Source: an optimization exercise on an open RTL-to-GDS flow (aim: small area, a short achievable clock period and few clock cycles per item). Production flows keep margins and buffers that such runs may drop. Where RTL was checked, it was by simulation tests only, not by an equivalence proof against the original. For run 2, only the layout was checked, not whether the RTL still works. Power is estimated from default activity; no workload was simulated.

==> flow/design.v (outline; a module is shown in full before it is edited, if it fits) <==
// module dadda_mul: 1872 lines
module dadda_mul
(
    input  logic        clk,
    input  logic        rst_n,
    input  logic        in_valid,
    input  logic        mode,
    input  logic [15:0] a,
    input  logic [15:0] b,
    output logic        out_valid,
    output logic [15:0] hi,
    output logic [15:0] lo
);
  // ...
==> flow/run.sh <==
#!/bin/bash
# synth_recipe.tcl (not shown) runs the flow's synth.tcl, then flattens the netlist and writes it again
# the make line also repeats each setting of config.mk as NAME=value (left out here)
make -C /OpenROAD-flow-scripts/flow DESIGN_CONFIG=/design/flow/config.mk WORK_HOME=/design/flow/orfs CLKGATE_MAP_FILE= SYNTH_SCRIPT=/design/flow/synth_recipe.tcl finish
==> flow/config.mk <==
export PLATFORM = sky130hd
export DESIGN_NAME = dadda_mul
export DESIGN_NICKNAME = dadda_mul
export VERILOG_FILES = /design/flow/design.v
export SDC_FILE = /design/flow/constraint.sdc
export NUM_CORES = 4
export LEC_CHECK = 0
export ABC_AREA = 1
export CAP_MARGIN = 20
export CORE_MARGIN = 2
export CORE_UTILIZATION = 40
export SETUP_SLACK_MARGIN = 1.9
export SLEW_MARGIN = 20
==> flow/constraint.sdc <==
create_clock -name core_clock -period 4.0 [get_ports {clk}]
set_input_delay 0.8000 -clock core_clock [delete_from_list [all_inputs] [get_ports {clk}]]
set_output_delay 0.8000 -clock core_clock [all_outputs]
set_load 0.01 [all_outputs]
==> results.json, run 1 <==
{
  "top_usage_layer": "met2",
  "p_comb_mw": 3.87,
  "hold_path_class": "reg2reg",
  "hold_depth": 0,
  "combPwrFrac_pct": 37.5,
  "start_kind": "register",
  "largest_class": "multi-input gates",
  "drc": 0,
  "n_fill_cell": 2580,
  "p_leak_nw": 7.22,
  "cts-resized-gates": 177,
  "clkTransAtPathRegs_ns": 0.06,
  "drt_pre_antenna_iters": 5,
  "portBuffers": 68,
  "r2r_cells": 7,
  "timing.fmax_ghz": 0.450,
  "min_from": "g448_q2",
  "synth-xor-area-share_pct": 11.4,
  "synth_top_family_by_area": "adder cells",
  "final_cell_mix": "206 x dfxtp_1, 153 x inv_1, 125 x xor2_1, 122 x nand2_1, 102 x fa_1",
  "r2r_start": "two145_q1",
  "tap_cells": 390,
  "slew_headroom_pct": 69.5,
  "synthSimpleGateAreaFrac_pct": 7.49,
  "synth_top_area_cell": "dfxtp_1",
  "clock_sinks": 243,
  "grt_pass1_vias": 8877,
  "buf_share_pct": 10.6,
  "synth_compound_area_share_pct": 8.92,
  "status": "complete, no violations",
  "holdWs_ns": 0.326,
  "grt_util_met2_pct": 32.0,
  "setup_viol": 0,
  "sequentialPower_mw": 3.83,
  "critPathSlowestCell": "fa_1"
}
Testbench counts, summed over its fixed seeds: cycles 16,024, items 16,000.
==> run 2, diff against run 1 <==
--- a/flow/design.v
+++ b/flow/design.v
@@ -1,12 +1,34 @@
 package mul_pkg;
     localparam int OP_W = 16;
 endpackage
 `timescale 1ns/1ps
+module mul_fa
+(
+    input  logic a,
+    input  logic b,
+    input  logic ci,
+    output logic s,
+    output logic co
+);
+    assign s  = a ^ b ^ ci;
+    assign co = (a & b) | (ci & (a ^ b));
+endmodule
+module mul_ha
+(
+    input  logic a,
+    input  logic b,
+    output logic s,
+    output logic co
+);
+    assign s  = a ^ b;
+    assign co = a & b;
+endmodule
+`timescale 1ns/1ps
 module dadda_mul
 (
     input  logic        clk,
     input  logic        rst_n,
     input  logic        in_valid,
     input  logic        mode,
     input  logic [15:0] a,
     input  logic [15:0] b,
@@ -1097,280 +1119,151 @@
     assign pp173 = d8164 & a_8_q1;
     assign pp174 = d8164 & a_9_q1;
     assign pp175 = d8164 & a_10_q1;
     assign pp176 = d8164 & a_11_q1;
     assign pp177 = d8164 & a_12_q1;
     assign pp178 = d8164 & a_13_q1;
     assign pp179 = d8164 & a_14_q1;
     assign pp180 = d8164 & a_15_q1;
-    assign s181 = pp15 ^ pp34;
-    assign c182 = pp15 & pp34;
-    assign s183 = pp16 ^ pp35;
-    assign c184 = pp16 & pp35;
-    assign s185 = pp17 ^ pp36 ^ pp54;
-    assign c186 = (pp17 & pp36) | (pp54 & (pp17 ^ pp36));
-    assign s187 = pp72 ^ pp90;
-    assign c188 = pp72 & pp90;
-    assign s189 = pp18 ^ pp37 ^ pp55;
-    assign c190 = (pp18 & pp37) | (pp55 & (pp18 ^ pp37));
-    assign s191 = pp73 ^ pp91;
-    assign c192 = pp73 & pp91;
-    assign s193 = pp19 ^ pp38 ^ pp56;
-    assign c194 = (pp19 & pp38) | (pp56 & (pp19 ^ pp38));
-    assign s195 = pp74 ^ pp92 ^ pp110;
-    assign c196 = (pp74 & pp92) | (pp110 & (pp74 ^ pp92));
-    assign s197 = pp128 ^ pp146;
-    assign c198 = pp128 & pp146;
-    assign s199 = pp20 ^ pp39 ^ pp57;
-    assign c200 = (pp20 & pp39) | (pp57 & (pp20 ^ pp39));
-    assign s201 = pp75 ^ pp93 ^ pp111;
-    assign c202 = (pp75 & pp93) | (pp111 & (pp75 ^ pp93));
-    assign s203 = pp129 ^ pp147;
-    assign c204 = pp129 & pp147;
-    assign s205 = pp21 ^ pp40 ^ pp58;
-    assign c206 = (pp21 & pp40) | (pp58 & (pp21 ^ pp40));
-    assign s207 = pp76 ^ pp94 ^ pp112;
-    assign c208 = (pp76 & pp94) | (pp112 & (pp76 ^ pp94));
-    assign s209 = pp130 ^ pp148 ^ pp165;
-    assign c210 = (pp130 & pp148) | (pp165 & (pp130 ^ pp148));
-    assign s211 = pp22 ^ pp41 ^ pp59;
-    assign c212 = (pp22 & pp41) | (pp59 & (pp22 ^ pp41));
-    assign s213 = pp77 ^ pp95 ^ pp113;
-    assign c214 = (pp77 & pp95) | (pp113 & (pp77 ^ pp95));
-    assign s215 = pp131 ^ pp149 ^ pp166;
-    assign c216 = (pp131 & pp149) | (pp166 & (pp131 ^ pp149));
-    assign s217 = pp22 ^ pp42 ^ pp60;
-    assign c218 = (pp22 & pp42) | (pp60 & (pp22 ^ pp42));
-    assign s219 = pp78 ^ pp96 ^ pp114;
-    assign c220 = (pp78 & pp96) | (pp114 & (pp78 ^ pp96));
-    assign s221 = pp132 ^ pp150 ^ pp167;
-    assign c222 = (pp132 & pp150) | (pp167 & (pp132 ^ pp150));
-    assign s223 = ppn23 ^ pp43 ^ pp61;
-    assign c224 = (ppn23 & pp43) | (pp61 & (ppn23 ^ pp43));
-    assign s225 = pp79 ^ pp97 ^ pp115;
-    assign c226 = (pp79 & pp97) | (pp115 & (pp79 ^ pp97));
-    assign s227 = pp133 ^ pp151 ^ pp168;
-    assign c228 = (pp133 & pp151) | (pp168 & (pp133 ^ pp151));
+    mul_ha u_s181 (.a(pp15), .b(pp34), .s(s181), .co(c182));
+    mul_ha u_s183 (.a(pp16), .b(pp35), .s(s183), .co(c184));
+    mul_fa u_s185 (.a(pp17), .b(pp36), .ci(pp54), .s(s185), .co(c186));
+    mul_ha u_s187 (.a(pp72), .b(pp90), .s(s187), .co(c188));
+    mul_fa u_s189 (.a(pp18), .b(pp37), .ci(pp55), .s(s189), .co(c190));
+    mul_ha u_s191 (.a(pp73), .b(pp91), .s(s191), .co(c192));
+    mul_fa u_s193 (.a(pp19), .b(pp38), .ci(pp56), .s(s193), .co(c194));
+    mul_fa u_s195 (.a(pp74), .b(pp92), .ci(pp110), .s(s195), .co(c196));
+    mul_ha u_s197 (.a(pp128), .b(pp146), .s(s197), .co(c198));
+    mul_fa u_s199 (.a(pp20), .b(pp39), .ci(pp57), .s(s199), .co(c200));
+    mul_fa u_s201 (.a(pp75), .b(pp93), .ci(pp111), .s(s201), .co(c202));
+    mul_ha u_s203 (.a(pp129), .b(pp147), .s(s203), .co(c204));
+    mul_fa u_s205 (.a(pp21), .b(pp40), .ci(pp58), .s(s205), .co(c206));
+    mul_fa u_s207 (.a(pp76), .b(pp94), .ci(pp112), .s(s207), .co(c208));
+    mul_fa u_s209 (.a(pp130), .b(pp148), .ci(pp165), .s(s209), .co(c210));
+    mul_fa u_s211 (.a(pp22), .b(pp41), .ci(pp59), .s(s211), .co(c212));
+    mul_fa u_s213 (.a(pp77), .b(pp95), .ci(pp113), .s(s213), .co(c214));
+    mul_fa u_s215 (.a(pp131), .b(pp149), .ci(pp166), .s(s215), .co(c216));
+    mul_fa u_s217 (.a(pp22), .b(pp42), .ci(pp60), .s(s217), .co(c218));
+    mul_fa u_s219 (.a(pp78), .b(pp96), .ci(pp114), .s(s219), .co(c220));
+    mul_fa u_s221 (.a(pp132), .b(pp150), .ci(pp167), .s(s221), .co(c222));
+    mul_fa u_s223 (.a(ppn23), .b(pp43), .ci(pp61), .s(s223), .co(c224));
+    mul_fa u_s225 (.a(pp79), .b(pp97), .ci(pp115), .s(s225), .co(c226));
+    mul_fa u_s227 (.a(pp133), .b(pp151), .ci(pp168), .s(s227), .co(c228));
     assign s229 = ~(pp62 ^ pp80);
     assign c230 = pp62 | pp80;
-    assign s231 = pp98 ^ pp116 ^ pp134;
-    assign c232 = (pp98 & pp116) | (pp134 & (pp98 ^ pp116));
-    assign s233 = pp152 ^ pp169;
-    assign c234 = pp152 & pp169;
-    assign s235 = pp63 ^ pp81 ^ pp99;
-    assign c236 = (pp63 & pp81) | (pp99 & (pp63 ^ pp81));
-    assign s237 = pp117 ^ pp135 ^ pp153;
-    assign c238 = (pp117 & pp135) | (pp153 & (pp117 ^ pp135));
+    mul_fa u_s231 (.a(pp98), .b(pp116), .ci(pp134), .s(s231), .co(c232));
+    mul_ha u_s233 (.a(pp152), .b(pp169), .s(s233), .co(c234));
+    mul_fa u_s235 (.a(pp63), .b(pp81), .ci(pp99), .s(s235), .co(c236));
+    mul_fa u_s237 (.a(pp117), .b(pp135), .ci(pp153), .s(s237), .co(c238));
     assign s239 = ~(pp82 ^ pp100);
     assign c240 = pp82 | pp100;
-    assign s241 = pp118 ^ pp136;
-    assign c242 = pp118 & pp136;
-    assign s243 = pp83 ^ pp101 ^ pp119;
-    assign c244 = (pp83 & pp101) | (pp119 & (pp83 ^ pp101));
-    assign s245 = 1'b1 ^ pp102_q1;
-    assign c246 = 1'b1 & pp102_q1;
-    assign s247 = pp11 ^ pp30;
-    assign c248 = pp11 & pp30;
-    assign s249 = pp12 ^ pp31;
-    assign c250 = pp12 & pp31;
-    assign s251 = pp13 ^ pp32 ^ pp50;
-    assign c252 = (pp13 & pp32) | (pp50 & (pp13 ^ pp32));
-    assign s253 = pp68 ^ pp86;
-    assign c254 = pp68 & pp86;
-    assign s255 = pp14 ^ pp33 ^ pp51;
-    assign c256 = (pp14 & pp33) | (pp51 & (pp14 ^ pp33));
-    assign s257 = pp69 ^ pp87;
-    assign c258 = pp69 & pp87;
-    assign s259 = s181 ^ pp52 ^ pp70;
-    assign c260 = (s181 & pp52) | (pp70 & (s181 ^ pp52));
-    assign s261 = pp88 ^ pp106 ^ b_11_q1;
-    assign c262 = (pp88 & pp106) | (b_11_q1 & (pp88 ^ pp106));
-    assign s263 = s183 ^ pp53 ^ pp71;
-    assign c264 = (s183 & pp53) | (pp71 & (s183 ^ pp53));
-    assign s265 = pp89 ^ pp107 ^ c182;
-    assign c266 = (pp89 & pp107) | (c182 & (pp89 ^ pp107));
-    assign s267 = s185 ^ s187 ^ pp108;
-    assign c268 = (s185 & s187) | (pp108 & (s185 ^ s187));
-    assign s269 = pp126 ^ b_13_q1 ^ c184;
-    assign c270 = (pp126 & b_13_q1) | (c184 & (pp126 ^ b_13_q1));
-    assign s271 = s189 ^ s191 ^ pp109;
-    assign c272 = (s189 & s191) | (pp109 & (s189 ^ s191));
-    assign s273 = pp127 ^ c186 ^ c188;
-    assign c274 = (pp127 & c186) | (c188 & (pp127 ^ c186));
-    assign s275 = s193 ^ s195 ^ s197;
-    assign c276 = (s193 & s195) | (s197 & (s193 ^ s195));
-    assign s277 = b_15_q1 ^ c190 ^ c192;
-    assign c278 = (b_15_q1 & c190) | (c192 & (b_15_q1 ^ c190));
-    assign s279 = s199 ^ s201 ^ s203;
-    assign c280 = (s199 & s201) | (s203 & (s199 ^ s201));
-    assign s281 = c194 ^ c196 ^ c198;
-    assign c282 = (c194 & c196) | (c198 & (c194 ^ c196));
-    assign s283 = s205 ^ s207 ^ s209;
-    assign c284 = (s205 & s207) | (s209 & (s205 ^ s207));
-    assign s285 = c200 ^ c202 ^ c204;
-    assign c286 = (c200 & c202) | (c204 & (c200 ^ c202));
-    assign s287 = s211 ^ s213 ^ s215;
-    assign c288 = (s211 & s213) | (s215 & (s211 ^ s213));
-    assign s289 = c206 ^ c208 ^ c210;
-    assign c290 = (c206 & c208) | (c210 & (c206 ^ c208));
-    assign s291 = s217 ^ s219 ^ s221;
-    assign c292 = (s217 & s219) | (s221 & (s217 ^ s219));
-    assign s293 = c212 ^ c214 ^ c216;
-    assign c294 = (c212 & c214) | (c216 & (c212 ^ c214));
-    assign s295 = s223 ^ s225 ^ s227;
-    assign c296 = (s223 & s225) | (s227 & (s223 ^ s225));
-    assign s297 = c218 ^ c220 ^ c222;
-    assign c298 = (c218 & c220) | (c222 & (c218 ^ c220));
-    assign s299 = s229 ^ s231 ^ s233;
-    assign c300 = (s229 & s231) | (s233 & (s229 ^ s231));
-    assign s301 = c224 ^ c226 ^ c228;
-    assign c302 = (c224 & c226) | (c228 & (c224 ^ c226));
-    assign s303 = s235 ^ s237 ^ pp170;
-    assign c304 = (s235 & s237) | (pp170 & (s235 ^ s237));
-    assign s305 = c230 ^ c232 ^ c234;
-    assign c306 = (c230 & c232) | (c234 & (c230 ^ c232));
-    assign s307 = s239 ^ s241 ^ pp154;
-    assign c308 = (s239 & s241) | (pp154 & (s239 ^ s241));
-    assign s309 = pp171 ^ c236 ^ c238;
-    assign c310 = (pp171 & c236) | (c238 & (pp171 ^ c236));
-    assign s311 = s243 ^ pp137 ^ pp155;
-    assign c312 = (s243 & pp137) | (pp155 & (s243 ^ pp137));
-    assign s313 = pp172 ^ c240 ^ c242;
-    assign c314 = (pp172 & c240) | (c242 & (pp172 ^ c240));
-    assign s315 = s245 ^ pp120 ^ pp138;
-    assign c316 = (s245 & pp120) | (pp138 & (s245 ^ pp120));
-    assign s317 = pp156 ^ pp173 ^ c244;
-    assign c318 = (pp156 & pp173) | (c244 & (pp156 ^ pp173));
-    assign s319 = pp103 ^ pp121 ^ pp139;
-    assign c320 = (pp103 & pp121) | (pp139 & (pp103 ^ pp121));
-    assign s321 = pp157 ^ pp174 ^ c246;
-    assign c322 = (pp157 & pp174) | (c246 & (pp157 ^ pp174));
+    mul_ha u_s241 (.a(pp118), .b(pp136), .s(s241), .co(c242));
+    mul_fa u_s243 (.a(pp83), .b(pp101), .ci(pp119), .s(s243), .co(c244));
+    mul_ha u_s245 (.a(1'b1), .b(pp102_q1), .s(s245), .co(c246));
+    mul_ha u_s247 (.a(pp11), .b(pp30), .s(s247), .co(c248));
+    mul_ha u_s249 (.a(pp12), .b(pp31), .s(s249), .co(c250));
+    mul_fa u_s251 (.a(pp13), .b(pp32), .ci(pp50), .s(s251), .co(c252));
+    mul_ha u_s253 (.a(pp68), .b(pp86), .s(s253), .co(c254));
+    mul_fa u_s255 (.a(pp14), .b(pp33), .ci(pp51), .s(s255), .co(c256));
+    mul_ha u_s257 (.a(pp69), .b(pp87), .s(s257), .co(c258));
+    mul_fa u_s259 (.a(s181), .b(pp52), .ci(pp70), .s(s259), .co(c260));
+    mul_fa u_s261 (.a(pp88), .b(pp106), .ci(b_11_q1), .s(s261), .co(c262));
+    mul_fa u_s263 (.a(s183), .b(pp53), .ci(pp71), .s(s263), .co(c264));
+    mul_fa u_s265 (.a(pp89), .b(pp107), .ci(c182), .s(s265), .co(c266));
+    mul_fa u_s267 (.a(s185), .b(s187), .ci(pp108), .s(s267), .co(c268));
+    mul_fa u_s269 (.a(pp126), .b(b_13_q1), .ci(c184), .s(s269), .co(c270));
+    mul_fa u_s271 (.a(s189), .b(s191), .ci(pp109), .s(s271), .co(c272));
+    mul_fa u_s273 (.a(pp127), .b(c186), .ci(c188), .s(s273), .co(c274));
+    mul_fa u_s275 (.a(s193), .b(s195), .ci(s197), .s(s275), .co(c276));
+    mul_fa u_s277 (.a(b_15_q1), .b(c190), .ci(c192), .s(s277), .co(c278));
+    mul_fa u_s279 (.a(s199), .b(s201), .ci(s203), .s(s279), .co(c280));
+    mul_fa u_s281 (.a(c194), .b(c196), .ci(c198), .s(s281), .co(c282));
+    mul_fa u_s283 (.a(s205), .b(s207), .ci(s209), .s(s283), .co(c284));
+    mul_fa u_s285 (.a(c200), .b(c202), .ci(c204), .s(s285), .co(c286));
+    mul_fa u_s287 (.a(s211), .b(s213), .ci(s215), .s(s287), .co(c288));
+    mul_fa u_s289 (.a(c206), .b(c208), .ci(c210), .s(s289), .co(c290));
+    mul_fa u_s291 (.a(s217), .b(s219), .ci(s221), .s(s291), .co(c292));
+    mul_fa u_s293 (.a(c212), .b(c214), .ci(c216), .s(s293), .co(c294));
+    mul_fa u_s295 (.a(s223), .b(s225), .ci(s227), .s(s295), .co(c296));
+    mul_fa u_s297 (.a(c218), .b(c220), .ci(c222), .s(s297), .co(c298));
+    mul_fa u_s299 (.a(s229), .b(s231), .ci(s233), .s(s299), .co(c300));
+    mul_fa u_s301 (.a(c224), .b(c226), .ci(c228), .s(s301), .co(c302));
+    mul_fa u_s303 (.a(s235), .b(s237), .ci(pp170), .s(s303), .co(c304));
+    mul_fa u_s305 (.a(c230), .b(c232), .ci(c234), .s(s305), .co(c306));
+    mul_fa u_s307 (.a(s239), .b(s241), .ci(pp154), .s(s307), .co(c308));
+    mul_fa u_s309 (.a(pp171), .b(c236), .ci(c238), .s(s309), .co(c310));
+    mul_fa u_s311 (.a(s243), .b(pp137), .ci(pp155), .s(s311), .co(c312));
+    mul_fa u_s313 (.a(pp172), .b(c240), .ci(c242), .s(s313), .co(c314));
+    mul_fa u_s315 (.a(s245), .b(pp120), .ci(pp138), .s(s315), .co(c316));
+    mul_fa u_s317 (.a(pp156), .b(pp173), .ci(c244), .s(s317), .co(c318));
+    mul_fa u_s319 (.a(pp103), .b(pp121), .ci(pp139), .s(s319), .co(c320));
+    mul_fa u_s321 (.a(pp157), .b(pp174), .ci(c246), .s(s321), .co(c322));
     assign s323 = ~(pp122 ^ pp140);
     assign c324 = pp122 | pp140;
-    assign s325 = pp158 ^ pp175;
-    assign c326 = pp158 & pp175;
-    assign s327 = pp123 ^ pp141 ^ pp159;
-    assign c328 = (pp123 & pp141) | (pp159 & (pp123 ^ pp141));
-    assign s329 = 1'b1 ^ pp142_q1;
-    assign c330 = 1'b1 & pp142_q1;
-    assign s331 = pp9 ^ pp28;
-    assign c332 = pp9 & pp28;
-    assign s333 = pp10 ^ pp29;
-    assign c334 = pp10 & pp29;
-    assign s335 = s247 ^ pp48 ^ pp66;
-    assign c336 = (s247 & pp48) | (pp66 & (s247 ^ pp48));
-    assign s337 = s249 ^ pp49 ^ pp67;
-    assign c338 = (s249 & pp49) | (pp67 & (s249 ^ pp49));
-    assign s339 = s251 ^ s253 ^ b_9_q1;
-    assign c340 = (s251 & s253) | (b_9_q1 & (s251 ^ s253));
-    assign s341 = s255 ^ s257 ^ c252;
-    assign c342 = (s255 & s257) | (c252 & (s255 ^ s257));
-    assign s343 = s259_q2 ^ s261_q2 ^ c256_q2;
-    assign c344 = (s259_q2 & s261_q2) | (c256_q2 & (s259_q2 ^ s261_q2));
-    assign s345 = s263_q2 ^ s265_q2 ^ c260_q2;
-    assign c346 = (s263_q2 & s265_q2) | (c260_q2 & (s263_q2 ^ s265_q2));
-    assign s347 = s267_q2 ^ s269_q2 ^ c264_q2;
-    assign c348 = (s267_q2 & s269_q2) | (c264_q2 & (s267_q2 ^ s269_q2));
-    assign s349 = s271_q2 ^ s273_q2 ^ c268_q2;
-    assign c350 = (s271_q2 & s273_q2) | (c268_q2 & (s271_q2 ^ s273_q2));
-    assign s351 = s275_q2 ^ s277_q2 ^ c272_q2;
-    assign c352 = (s275_q2 & s277_q2) | (c272_q2 & (s275_q2 ^ s277_q2));
-    assign s353 = s279_q2 ^ s281_q2 ^ c276_q2;
-    assign c354 = (s279_q2 & s281_q2) | (c276_q2 & (s279_q2 ^ s281_q2));
-    assign s355 = s283_q2 ^ s285_q2 ^ c280_q2;
-    assign c356 = (s283_q2 & s285_q2) | (c280_q2 & (s283_q2 ^ s285_q2));
-    assign s357 = s287_q2 ^ s289_q2 ^ c284_q2;
-    assign c358 = (s287_q2 & s289_q2) | (c284_q2 & (s287_q2 ^ s289_q2));
-    assign s359 = s291_q2 ^ s293_q2 ^ c288_q2;
-    assign c360 = (s291_q2 & s293_q2) | (c288_q2 & (s291_q2 ^ s293_q2));
-    assign s361 = s295_q2 ^ s297_q2 ^ c292_q2;
-    assign c362 = (s295_q2 & s297_q2) | (c292_q2 & (s295_q2 ^ s297_q2));
-    assign s363 = s299_q2 ^ s301_q2 ^ c296_q2;
-    assign c364 = (s299_q2 & s301_q2) | (c296_q2 & (s299_q2 ^ s301_q2));
-    assign s365 = s303_q2 ^ s305_q2 ^ c300_q2;
-    assign c366 = (s303_q2 & s305_q2) | (c300_q2 & (s303_q2 ^ s305_q2));
-    assign s367 = s307_q2 ^ s309_q2 ^ c304_q2;
-    assign c368 = (s307_q2 & s309_q2) | (c304_q2 & (s307_q2 ^ s309_q2));
-    assign s369 = s311_q2 ^ s313_q2 ^ c308_q2;
-    assign c370 = (s311_q2 & s313_q2) | (c308_q2 & (s311_q2 ^ s313_q2));
-    assign s371 = s315_q2 ^ s317_q2 ^ c312_q2;
-    assign c372 = (s315_q2 & s317_q2) | (c312_q2 & (s315_q2 ^ s317_q2));
-    assign s373 = s319 ^ s321 ^ c316;
-    assign c374 = (s319 & s321) | (c316 & (s319 ^ s321));
-    assign s375 = s323 ^ s325 ^ c320;
-    assign c376 = (s323 & s325) | (c320 & (s323 ^ s325));
-    assign s377 = s327 ^ pp176 ^ c324;
-    assign c378 = (s327 & pp176) | (c324 & (s327 ^ pp176));
-    assign s379 = s329 ^ pp160 ^ pp177;
-    assign c380 = (s329 & pp160) | (pp177 & (s329 ^ pp160));
-    assign s381 = pp143 ^ pp161 ^ pp178;
-    assign c382 = (pp143 & pp161) | (pp178 & (pp143 ^ pp161));
-    assign s383 = 1'b1 ^ pp162;
-    assign c384 = 1'b1 & pp162;
-    assign s385 = pp7 ^ pp26;
-    assign c386 = pp7 & pp26;
-    assign s387 = pp8 ^ pp27;
-    assign c388 = pp8 & pp27;
-    assign s389 = s331 ^ pp46 ^ b_5_q1;
-    assign c390 = (s331 & pp46) | (b_5_q1 & (s331 ^ pp46));
-    assign s391 = s333 ^ pp47 ^ c332;
-    assign c392 = (s333 & pp47) | (c332 & (s333 ^ pp47));
-    assign s393 = s335_q2 ^ b_7_q2 ^ c334_q2;
-    assign c394 = (s335_q2 & b_7_q2) | (c334_q2 & (s335_q2 ^ b_7_q2));
-    assign s395 = s337_q2 ^ c248_q2 ^ c336_q2;
-    assign c396 = (s337_q2 & c248_q2) | (c336_q2 & (s337_q2 ^ c248_q2));
-    assign s397 = s339_q2 ^ c250_q2 ^ c338_q2;
-    assign c398 = (s339_q2 & c250_q2) | (c338_q2 & (s339_q2 ^ c250_q2));
-    assign s399 = s341_q2 ^ c254_q2 ^ c340_q2;
-    assign c400 = (s341_q2 & c254_q2) | (c340_q2 & (s341_q2 ^ c254_q2));
-    assign s401 = s343 ^ c258_q2 ^ c342_q2;
-    assign c402 = (s343 & c258_q2) | (c342_q2 & (s343 ^ c258_q2));
-    assign s403 = s345 ^ c262_q2 ^ c344;
-    assign c404 = (s345 & c262_q2) | (c344 & (s345 ^ c262_q2));
-    assign s405 = s347 ^ c266_q2 ^ c346;
-    assign c406 = (s347 & c266_q2) | (c346 & (s347 ^ c266_q2));
-    assign s407 = s349 ^ c270_q2 ^ c348;
-    assign c408 = (s349 & c270_q2) | (c348 & (s349 ^ c270_q2));
-    assign s409 = s351 ^ c274_q2 ^ c350;
-    assign c410 = (s351 & c274_q2) | (c350 & (s351 ^ c274_q2));
-    assign s411 = s353 ^ c278_q2 ^ c352;
-    assign c412 = (s353 & c278_q2) | (c352 & (s353 ^ c278_q2));
-    assign s413 = s355 ^ c282_q2 ^ c354;
-    assign c414 = (s355 & c282_q2) | (c354 & (s355 ^ c282_q2));
-    assign s415 = s357 ^ c286_q2 ^ c356;
-    assign c416 = (s357 & c286_q2) | (c356 & (s357 ^ c286_q2));
-    assign s417 = s359 ^ c290_q2 ^ c358;
-    assign c418 = (s359 & c290_q2) | (c358 & (s359 ^ c290_q2));
-    assign s419 = s361 ^ c294_q2 ^ c360;
-    assign c420 = (s361 & c294_q2) | (c360 & (s361 ^ c294_q2));
-    assign s421 = s363 ^ c298_q2 ^ c362;
-    assign c422 = (s363 & c298_q2) | (c362 & (s363 ^ c298_q2));
-    assign s423 = s365 ^ c302_q2 ^ c364;
-    assign c424 = (s365 & c302_q2) | (c364 & (s365 ^ c302_q2));
-    assign s425 = s367 ^ c306_q2 ^ c366;
-    assign c426 = (s367 & c306_q2) | (c366 & (s367 ^ c306_q2));
-    assign s427 = s369 ^ c310_q2 ^ c368;
-    assign c428 = (s369 & c310_q2) | (c368 & (s369 ^ c310_q2));
-    assign s429 = s371 ^ c314_q2 ^ c370;
-    assign c430 = (s371 & c314_q2) | (c370 & (s371 ^ c314_q2));
-    assign s431 = s373_q2 ^ c318_q2 ^ c372;
-    assign c432 = (s373_q2 & c318_q2) | (c372 & (s373_q2 ^ c318_q2));
-    assign s433 = s375_q2 ^ c322_q2 ^ c374_q2;
-    assign c434 = (s375_q2 & c322_q2) | (c374_q2 & (s375_q2 ^ c322_q2));
-    assign s435 = s377_q2 ^ c326_q2 ^ c376_q2;
-    assign c436 = (s377_q2 & c326_q2) | (c376_q2 & (s377_q2 ^ c326_q2));
-    assign s437 = s379_q2 ^ c328_q2 ^ c378_q2;
-    assign c438 = (s379_q2 & c328_q2) | (c378_q2 & (s379_q2 ^ c328_q2));
-    assign s439 = s381 ^ c330 ^ c380;
-    assign c440 = (s381 & c330) | (c380 & (s381 ^ c330));
-    assign s441 = s383 ^ pp179 ^ c382;
-    assign c442 = (s383 & pp179) | (c382 & (s383 ^ pp179));
-    assign s443 = pp163 ^ pp180 ^ c384;
-    assign c444 = (pp163 & pp180) | (c384 & (pp163 ^ pp180));
+    mul_ha u_s325 (.a(pp158), .b(pp175), .s(s325), .co(c326));
+    mul_fa u_s327 (.a(pp123), .b(pp141), .ci(pp159), .s(s327), .co(c328));
+    mul_ha u_s329 (.a(1'b1), .b(pp142_q1), .s(s329), .co(c330));
+    mul_ha u_s331 (.a(pp9), .b(pp28), .s(s331), .co(c332));
+    mul_ha u_s333 (.a(pp10), .b(pp29), .s(s333), .co(c334));
+    mul_fa u_s335 (.a(s247), .b(pp48), .ci(pp66), .s(s335), .co(c336));
+    mul_fa u_s337 (.a(s249), .b(pp49), .ci(pp67), .s(s337), .co(c338));
+    mul_fa u_s339 (.a(s251), .b(s253), .ci(b_9_q1), .s(s339), .co(c340));
+    mul_fa u_s341 (.a(s255), .b(s257), .ci(c252), .s(s341), .co(c342));
+    mul_fa u_s343 (.a(s259_q2), .b(s261_q2), .ci(c256_q2), .s(s343), .co(c344));
+    mul_fa u_s345 (.a(s263_q2), .b(s265_q2), .ci(c260_q2), .s(s345), .co(c346));
+    mul_fa u_s347 (.a(s267_q2), .b(s269_q2), .ci(c264_q2), .s(s347), .co(c348));
+    mul_fa u_s349 (.a(s271_q2), .b(s273_q2), .ci(c268_q2), .s(s349), .co(c350));
+    mul_fa u_s351 (.a(s275_q2), .b(s277_q2), .ci(c272_q2), .s(s351), .co(c352));
+    mul_fa u_s353 (.a(s279_q2), .b(s281_q2), .ci(c276_q2), .s(s353), .co(c354));
+    mul_fa u_s355 (.a(s283_q2), .b(s285_q2), .ci(c280_q2), .s(s355), .co(c356));
+    mul_fa u_s357 (.a(s287_q2), .b(s289_q2), .ci(c284_q2), .s(s357), .co(c358));
+    mul_fa u_s359 (.a(s291_q2), .b(s293_q2), .ci(c288_q2), .s(s359), .co(c360));
+    mul_fa u_s361 (.a(s295_q2), .b(s297_q2), .ci(c292_q2), .s(s361), .co(c362));
+    mul_fa u_s363 (.a(s299_q2), .b(s301_q2), .ci(c296_q2), .s(s363), .co(c364));
+    mul_fa u_s365 (.a(s303_q2), .b(s305_q2), .ci(c300_q2), .s(s365), .co(c366));
+    mul_fa u_s367 (.a(s307_q2), .b(s309_q2), .ci(c304_q2), .s(s367), .co(c368));
+    mul_fa u_s369 (.a(s311_q2), .b(s313_q2), .ci(c308_q2), .s(s369), .co(c370));
+    mul_fa u_s371 (.a(s315_q2), .b(s317_q2), .ci(c312_q2), .s(s371), .co(c372));
+    mul_fa u_s373 (.a(s319), .b(s321), .ci(c316), .s(s373), .co(c374));
+    mul_fa u_s375 (.a(s323), .b(s325), .ci(c320), .s(s375), .co(c376));
+    mul_fa u_s377 (.a(s327), .b(pp176), .ci(c324), .s(s377), .co(c378));
+    mul_fa u_s379 (.a(s329), .b(pp160), .ci(pp177), .s(s379), .co(c380));
+    mul_fa u_s381 (.a(pp143), .b(pp161), .ci(pp178), .s(s381), .co(c382));
+    mul_ha u_s383 (.a(1'b1), .b(pp162), .s(s383), .co(c384));
+    mul_ha u_s385 (.a(pp7), .b(pp26), .s(s385), .co(c386));
+    mul_ha u_s387 (.a(pp8), .b(pp27), .s(s387), .co(c388));
+    mul_fa u_s389 (.a(s331), .b(pp46), .ci(b_5_q1), .s(s389), .co(c390));
+    mul_fa u_s391 (.a(s333), .b(pp47), .ci(c332), .s(s391), .co(c392));
+    mul_fa u_s393 (.a(s335_q2), .b(b_7_q2), .ci(c334_q2), .s(s393), .co(c394));
+    mul_fa u_s395 (.a(s337_q2), .b(c248_q2), .ci(c336_q2), .s(s395), .co(c396));
+    mul_fa u_s397 (.a(s339_q2), .b(c250_q2), .ci(c338_q2), .s(s397), .co(c398));
+    mul_fa u_s399 (.a(s341_q2), .b(c254_q2), .ci(c340_q2), .s(s399), .co(c400));
+    mul_fa u_s401 (.a(s343), .b(c258_q2), .ci(c342_q2), .s(s401), .co(c402));
+    mul_fa u_s403 (.a(s345), .b(c262_q2), .ci(c344), .s(s403), .co(c404));
+    mul_fa u_s405 (.a(s347), .b(c266_q2), .ci(c346), .s(s405), .co(c406));
+    mul_fa u_s407 (.a(s349), .b(c270_q2), .ci(c348), .s(s407), .co(c408));
+    mul_fa u_s409 (.a(s351), .b(c274_q2), .ci(c350), .s(s409), .co(c410));
+    mul_fa u_s411 (.a(s353), .b(c278_q2), .ci(c352), .s(s411), .co(c412));
+    mul_fa u_s413 (.a(s355), .b(c282_q2), .ci(c354), .s(s413), .co(c414));
+    mul_fa u_s415 (.a(s357), .b(c286_q2), .ci(c356), .s(s415), .co(c416));
+    mul_fa u_s417 (.a(s359), .b(c290_q2), .ci(c358), .s(s417), .co(c418));
+    mul_fa u_s419 (.a(s361), .b(c294_q2), .ci(c360), .s(s419), .co(c420));
+    mul_fa u_s421 (.a(s363), .b(c298_q2), .ci(c362), .s(s421), .co(c422));
+    mul_fa u_s423 (.a(s365), .b(c302_q2), .ci(c364), .s(s423), .co(c424));
+    mul_fa u_s425 (.a(s367), .b(c306_q2), .ci(c366), .s(s425), .co(c426));
+    mul_fa u_s427 (.a(s369), .b(c310_q2), .ci(c368), .s(s427), .co(c428));
+    mul_fa u_s429 (.a(s371), .b(c314_q2), .ci(c370), .s(s429), .co(c430));
+    mul_fa u_s431 (.a(s373_q2), .b(c318_q2), .ci(c372), .s(s431), .co(c432));
+    mul_fa u_s433 (.a(s375_q2), .b(c322_q2), .ci(c374_q2), .s(s433), .co(c434));
+    mul_fa u_s435 (.a(s377_q2), .b(c326_q2), .ci(c376_q2), .s(s435), .co(c436));
+    mul_fa u_s437 (.a(s379_q2), .b(c328_q2), .ci(c378_q2), .s(s437), .co(c438));
+    mul_fa u_s439 (.a(s381), .b(c330), .ci(c380), .s(s439), .co(c440));
+    mul_fa u_s441 (.a(s383), .b(pp179), .ci(c382), .s(s441), .co(c442));
+    mul_fa u_s443 (.a(pp163), .b(pp180), .ci(c384), .s(s443), .co(c444));
     assign p445 = pp5 ^ b_1_q1;
     assign g446 = pp5 & b_1_q1;
     assign p447 = s385 ^ b_3_q1;
     assign g448 = s385 & b_3_q1;
     assign p449 = s387 ^ c386;
     assign g450 = s387 & c386;
     assign p451 = s389_q2 ^ c388_q2;
     assign g452 = s389_q2 & c388_q2;
--- a/flow/config.mk
+++ b/flow/config.mk
@@ -6,8 +6,10 @@
 export NUM_CORES = 4
 export LEC_CHECK = 0
 export ABC_AREA = 1
 export CAP_MARGIN = 20
 export CORE_MARGIN = 2
 export CORE_UTILIZATION = 40
 export SETUP_SLACK_MARGIN = 1.9
 export SLEW_MARGIN = 20
+export SYNTH_HIERARCHICAL = 1
+export SYNTH_MINIMUM_KEEP_SIZE = 0
==> results.json, run 2 <==
{
  "die-area_um2": 30800,
  "hold_path_class": "reg2reg",
  "antenna_cells": 0,
  "fin_crit_sh_pct": 56.2,
  "met3_usage_pct": 3.81,
  "n_fill_cell": 2554,
  "portBuffers": 68,
  "end_kind": "register",
  "skew_ns": 0.0368,
  "routed-via-count": 8152,
  "ys_ff_latch": 243,
  "start_util_pct": 40.8,
  "ys.flop_type": "dfxtp_1",
  "timing.fmax_ghz": 0.445,
  "setup_viol": 0,
  "die_h_um": 176,
  "holdWs_ns": 0.327,
  "grt_antenna_before_repair": 0,
  "fp.dieW_um": 176,
  "drt-initial-drc-count": 680,
  "p_leak_nw": 6.50,
  "min_from": "p449_q2",
  "syn_area_um2": 11800,
  "synth_edf_count": 0,
  "drc": 0,
  "fin_nets": 1430,
  "min_period_ns": 2.25,
  "final_common_cell": "dfxtp_1",
  "synth_most_common_cell": "dfxtp_1",
  "top_register": "prod",
  "cts_tree": "built",
  "timing.setup.tns_ns": 0,
  "place.gp.congestion": 0.910,
  "final_cell_mix": "220 x dfxtp_1, 126 x xor2_1, 110 x nand2_1, 98 x fa_1, 88 x o22ai_1",
  "rsz0062_at_grt": "yes",
  "track_usage_pct": 17.6,
  "total_power_mw": 10.0,
  "drt_pre_antenna_iters": 7,
  "critPathRequiredTime_ns": 4.39,
  "grt-ovfl-total": 0,
  "root_buffer": "clkbuf_16",
  "clkTransAtPathRegs_ns": 0.06,
  "drt_wl_total_um": 27100,
  "syn_avg_cell_area_um2": 10.6,
  "dp_hpwl_um": 17900,
  "grt_max_degree": 19,
  "p_per_area_nw_per_um2": 668,
  "setup.worst_path.start": "one84_q1",
  "start_kind": "register",
  "syn_inst": 1108,
  "ys_types": 36,
  "cap_violations": 0,
  "ioPinCount": 69,
  "worst_slack_ns": 1.75,
  "place_ws_ns": 1.33,
  "reg_top3": "prod x32, vld x4",
  "vdd_drop_max_uv": 359,
  "crit_type": "reg2reg",
  "rows": 62,
  "cp_max_fo": 6,
  "slew_headroom_pct": 63.1,
  "tightest_slew_ns": 0.554,
  "grt_util_met2_pct": 29.4,
  "clock_sinks": 243,
  "cts_made_buffers": 27,
  "arrival_ns": 2.64,
  "yosys-top-cells-count": "239 x dfxtp_1, 145 x xor2_1, 126 x o22ai_1",
  "place_area_um2": 12800,
  "final_cell_count_no_fill": 1631,
  "ys_warn_count": 7,
  "yosysSeqAreaShare_pct": 41.5,
  "clock_latency_ns": 0.54,
  "post-route-util_pct": 52.0,
  "area_growth_syn_to_layout_pct": 27.3,
  "place_inst": 1517,
  "synth_top_area_cell": "dfxtp_1",
  "synth_top_area_share_pct": 40.6,
  "slew_violations": 0,
  "routedWlPerCell_um": 16.6,
  "ant_nets": 0,
  "grt_pass1_vias": 8434,
  "finalHoldViolations": 0,
  "status": "complete, no violations",
  "synth_area_leaders": "dfxtp_1 41%, fa_1 19%, xor2_1 11%",
  "r2r_start": "one84_q1",
  "stdcell_area_um2": 15000,
  "grt_pass1_wl_um": 43200,
  "viasPerCell": 5.00,
  "htreeDepth": 1,
  "async_flop_share_pct": 1.65,
  "top_usage_layer": "met2",
  "core_area_um2": 28900,
  "drive_above_1_share_pct": 22.1,
  "largest_reg_flops": 32,
  "hold_buffers": 0,
  "cts_buffer_depth": 3,
  "grt_use_met1_pct": 22.6
}
==> run 2: logic make-up after synthesis <==
family	share of synthesized area, %
xor gates and xnor gates	11.6
muxes	0.478
other	0.0318
buffers and inverters	5.35
DFF	41.5
adders and majority gates	24.7
AOI/OAI and AO/OA	8.97
and+or+nand+nor	7.43
==> run 2: worst max-delay path: stages, from the launching register on <==
cell	delay, ns
dfxtp_4	0.40
clkinvlp_4	0.23
o22ai_1	0.27
xor2_1	0.25
fa_1	0.49
fa_1	0.46
==> run 2: power breakdown <==
group          switching (mW)  internal, mW  leakage [nW]
registers               0.469          3.38          2.06
logic                    2.00          1.70          4.01
clock network           0.974          1.49         0.430
==> run 2: final cells by class <==
cell class | count | area [µm²] | area share (%)
tap | 384 | 480 | 3.20
multi-input combinational | 712 | 6820 | 45.4
inverter | 104 | 529 | 3.53
clock inverter | 12 | 150 | 1.00
timing repair buffer | 134 | 1320 | 8.78
timing repair inverter | 5 | 35.0 | 0.234
sequential | 243 | 4930 | 32.9
clock buffer | 37 | 743 | 4.95
==> run 2: per-layer routing <==
metal	part of all wire [%]	vias up
met1	41	3921
li1	-	3814
met4	3.9	0
met5	0	-
met2	47	343
met3	7.4	74
==> run 2: final timing paths <==
| kind | cells after the start | end | slack (ns) |
|---|---|---|---|
| worst max-delay path | 5 | s287_q2 | 1.75 |
| worst min-delay path | 0 | p449_q3 | 0.33 |
| worst max register to register | 5 | s287_q2 | 1.75 |
| worst min register to register | 0 | p449_q3 | 0.33 |
| max in group asynchronous | 1 | vld[0] | 3.36 |
| min in group asynchronous | 1 | vld[1] | 0.48 |
==> run 2: Yosys stat by module (local to each module, per instance) <==
module	copies in the design	flip-flops and latches	cell area [µm²]
dadda_mul	1	243	9350
mul_fa	109	0	20.0
mul_ha	20	0	12.5
==> run 2: what timing repair did <==
action,in CTS,in global routing
gates resized for setup,141,67
endpoints found under the setup margin,110,61
buffers inserted,43,16
gates cloned,6,0
pin swaps,23,34

[static timing again, ports no longer ideal]
How much do the figures lean on ideal ports? The routed layouts below were timed once more, with nothing changed but the port constraints. Step 1 sets driving cells, clkbuf_16 on the clock port and buf_2 on the other inputs (assumed; they add their load-dependent delay and slew). Step 2, shift: input delay + t, output delay - t, t = (earliest + latest rising clock arrival at the registers) / 2. This alone moves slack from input paths to output paths. Three values: no drivers, after step 1, after step 2; two values: the first two.
| run | shift t [ns] | setup slack, ns | hold WS [ns] | clock arrival spread, ns |
|---|---|---|---|---|
| run 1 | 0.583 | 1.776 / 1.776 / 1.776 | 0.326 / 0.326 / 0.326 | 0.011 / 0.011 |
| run 2 | 0.579 | 1.751 / 1.751 / 1.751 | 0.327 / 0.327 / 0.327 | 0.037 / 0.037 |
After both steps setup and hold are still met in every run listed.
